What follows belongs to an exercise in optimizing a design on an open flow for small area, a short achievable clock period and few clock cycles per item; a production flow would make more cautious choices.
The RTL was checked by simulation tests, not by an equivalence proof against the original design.

main:
## env_sensor_compensation_unit
module env_sensor_compensation_unit #(
	parameter int QUEUE_DEPTH = esc_pkg::QUEUE_DEPTH_DEF
) (
	input  logic                           clk,
	input  logic                           arst_n,
	input  logic                           s_tvalid,
	output logic                           s_tready,
	input  logic [esc_pkg::IN_DATA_W-1:0]  s_tdata,
	output logic                           m_tvalid,
	input  logic                           m_tready,
	output logic [esc_pkg::OUT_DATA_W-1:0] m_tdata,
	input  logic                           cfg_we,
	input  logic [esc_pkg::CFG_IDX_W-1:0]  cfg_index,
	input  logic [esc_pkg::CFG_DATA_W-1:0] cfg_wdata
);
clock: 12.5 ns
lec_check: 0
abc_area: 0
abc_clock_period_in_ps: 4000
cap_margin: 30
core_margin: 2
core_utilization: 25
setup_slack_margin: 5
slew_margin: 20
run.sh (not shown) runs the stock make flow with config.mk's settings and CLKGATE_MAP_FILE= SYNTH_SCRIPT=/design/flow/synth_recipe.tcl, a recipe that flattens the netlist after the stock synthesis.
Testbench counts of main, summed over its fixed seeds: cycles 11,375, items 768.
Edits applied to the flow inputs when going from main to the feature branch:
--- a/flow/design.v
+++ b/flow/design.v
@@ -2721,46 +2721,47 @@
 	input  logic [30:0] x1,
 	output logic        done,
 	output logic [63:0] zq,
 	output logic        zsgn,
 	output logic        qcin,
 	output logic        pv
 );
 	logic [63:0] z_q;
 	logic [29:0] r_q;
 	logic [30:0] dx_q;
 	logic [29:0] msk;      
-	logic [32:0] n3_q;     
 	logic        sn_q, sx_q, fix_q;
 	logic [6:0]  cnt_q;
 	logic [30:0] dxl;
 	assign dxl = x1 ^ {31{x1[30]}};
 	always_comb begin
 		msk[29] = ~dx_q[30];
 		for (int i = 28; i >= 0; i--) msk[i] = msk[i+1] & ~dx_q[i+1];
 	end
 	logic [15:0] zt;       
-	logic [32:0] v, nd1, nd2;
+	logic [32:0] v, nd1, nd2, cs_s, cs_c;
 	logic [32:0] t1, t2, t3;
 	logic [29:0] rn;
 	logic [1:0]  qd;
 	logic        sk16, sk8, ci;
 	always_comb begin
 		ci  = ~sx_q;
 		zt  = z_q[63:48];
 		v   = {1'b0, r_q, zt[15:14]};
 		nd1 = ~{2'b0, dx_q};             
 		nd2 = ~{1'b0, dx_q, sx_q};       
 		t1  = v + nd1 + {32'b0, ci};
 		t2  = v + nd2 + {32'b0, ci};
-		t3  = v + n3_q;
+		cs_s = v ^ nd1 ^ nd2;
+		cs_c = (v & nd1) | (v & nd2) | (nd1 & nd2);
+		t3  = cs_s + {cs_c[31:0], ci} + {32'b0, ci};
 		if (!t3[32])      begin qd = 2'd3; rn = t3[29:0]; end
 		else if (!t2[32]) begin qd = 2'd2; rn = t2[29:0]; end
 		else if (!t1[32]) begin qd = 2'd1; rn = t1[29:0]; end
 		else              begin qd = 2'd0; rn = v[29:0];  end
 		sk16 = (r_q[29:14] == 16'd0) && (({r_q[13:0], zt} & msk) == 30'd0) && (cnt_q >= 7'd16);
 		sk8  = (r_q[29:22] == 8'd0) && (({r_q[21:0], zt[15:8]} & msk) == 30'd0) && (cnt_q >= 7'd8);
 	end
 	always_ff @(posedge clk or negedge arst_n) begin
 		if (!arst_n) begin
 			cnt_q <= '0;
 			fix_q <= 1'b0;
@@ -2776,23 +2777,22 @@
 		end
 	end
 	always_ff @(posedge clk) begin
 		if (load) begin
 			z_q   <= num;
 			r_q   <= '0;
 			dx_q  <= dxl;
 			sn_q  <= num[63];
 			sx_q  <= x1[30];
 		end else if (fix_q) begin
 			z_q  <= z_q ^ {64{sn_q}};
-			n3_q <= ~{2'b0, dx_q} + ~{1'b0, dx_q, sx_q} + {31'b0, ~sx_q, 1'b0};
 		end else if (cnt_q != 7'd0) begin
 			if (sk16) begin
 				r_q <= {r_q[13:0], zt};
 				z_q <= {z_q[47:0], 16'b0};
 			end else if (sk8) begin
 				r_q <= {r_q[21:0], zt[15:8]};
 				z_q <= {z_q[55:0], 8'b0};
 			end else begin
 				r_q <= rn;
 				z_q <= {z_q[61:0], qd};
 			end
@@ -3100,51 +3100,46 @@
 		facc2_q <= facc1_q; fsub2_q <= fsub1_q; fsh2_q <= fsh1_q;
 		fxsel2_q <= fxsel1_q; fdest2_q <= fdest1_q; fdest3_q <= fdest2_q;
 	end
 	logic [31:0] fys1, fyc1;
 	always_comb begin
 		case (fsh1_q)
 			2'd1:    begin fys1 = {fmul_s[15:0], 16'b0}; fyc1 = {fmul_c[15:0], 16'b0}; end
 			default: begin fys1 = fmul_s; fyc1 = fmul_c; end
 		endcase
 		if (fsub1_q) begin fys1 = ~fys1; fyc1 = ~fyc1; end
 	end
-	logic [31:0] fxv1, fmaj1;
-	always_comb begin
-		case (fxsel1_q)
-			3'd0: fxv1 = 32'(32'd0);  
-			3'd1: fxv1 = 32'({kx_q, 14'b0});  
-			3'd2: fxv1 = 32'(32'd1 << 26);  
-			3'd3: fxv1 = 32'(32'd0);  
-			3'd4: fxv1 = 32'(32'd1 << 13);  
-			default: fxv1 = '0;
-		endcase
-		fmaj1 = (fys1 & fyc1) | (fys1 & fxv1) | (fyc1 & fxv1);
-	end
 	esc_mulf u_mulf (.a(fa_q), .bneg(fbneg_q), .bone(fbone_q), .btwo(fbtwo_q), .s(fmul_s), .c(fmul_c));
 	always_ff @(posedge clk) begin
-		fs_q <= fys1 ^ fyc1 ^ fxv1;
-		fc_q <= {fmaj1[30:0], fsub1_q};
+		fs_q <= fys1;
+		fc_q <= fyc1;
 	end
 	logic [31:0] fys, fyc, fxv, fxs, fxc, fk_s, fk_c, fk_c1, fm_c;
 	always_comb begin
 		fys = fs_q; fyc = fc_q;
-		fxv = '0;
+		case (fxsel2_q)
+			3'd0: fxv = 32'(32'd0);  
+			3'd1: fxv = 32'({kx_q, 14'b0});  
+			3'd2: fxv = 32'(32'd1 << 26);  
+			3'd3: fxv = 32'(32'd0);  
+			3'd4: fxv = 32'(32'd1 << 13);  
+			default: fxv = '0;
+		endcase
 		fxs = facc2_q ? facc_q : fxv;
 		fxc = '0;
 		fk_s = fys ^ fyc ^ fxs;
 		fk_c = (fys & fyc) | (fys & fxs) | (fyc & fxs);
 		fk_c1 = {fk_c[30:0], fsub2_q};
 		fm_c = (fk_s & fk_c1) | (fk_s & fxc) | (fk_c1 & fxc);
 	end
-	assign fr = fk_s + fk_c1;
+	assign fr = fk_s + fk_c1 + 32'(fsub2_q);
 	always_ff @(posedge clk) begin
 		facc_q <= fr;
 	end
 	always_ff @(posedge clk) begin
 		if (fv2_q && fdest2_q == 3'd1) gF0_q <= fr[31:0];
 		if (fv2_q && fdest2_q == 3'd2) gF1_q <= fr[31:4];
 		if (fv2_q && fdest2_q == 3'd3) gF2_q <= fr[31:10];
 		if (fv2_q && fdest2_q == 3'd4) gF3_q <= fr[31:11];
 		if (fv2_q && fdest2_q == 3'd5) gF4_q <= fr[31:12];
 		if (fv2_q && fdest2_q == 3'd6) gF5_q <= fr[31:15];
 	end
--- outcome ---
Between main and the feature branch, the async set-or-reset flop fraction in the synthesized netlist does not differ in any meaningful way.
Sequential cell area: the feature branch vs main down 3.6%
Overall global routing resource usage, main and the feature branch: larger value in the feature branch
The feature branch has clock-buffer cell count below what main had.
Lower final critical-path setup slack among main and the feature branch: main
Taking main as the reference point, the final cell count of the feature branch falls by 571.
main -> the feature branch: adder and majority cell fraction of the synthesized area flat
Comparing the feature branch with main, the multiplexer share of the synthesized area came out essentially unchanged.
Testbench counts of the feature branch, summed over its fixed seeds: cycles 11,375, items 768.

separate check: timing with driven ports:
No port has a modelled driver above. Below, the same layouts with a new extraction and two added sets of constraints.
Step 1 sets driving cells, clkbuf_16 on the clock port and buf_2 on the other inputs (assumed; they add their load-dependent delay and slew).
Step 2, shift: input delay + t, output delay - t, t = (earliest + latest rising clock arrival at the registers) / 2. This alone moves slack from input paths to output paths.
Slacks: ideal / step 1 / step 2; pairs: ideal / step 1.
run	shift t [ns]	setup WS [ns]	hold slack, ns	clock arrival spread, ns
main	1.000	6.086 / 6.086 / 6.086	0.324 / 0.324 / 0.324	0.068 / 0.069
the feature branch	1.034	6.501 / 6.501 / 6.125	0.315 / 0.315 / 0.315	0.122 / 0.122
After both steps setup and hold are still met in every run listed. The setup slack of the feature branch, which loses most, moves by 0.000 ns with the drivers and by -0.376 ns with both steps.
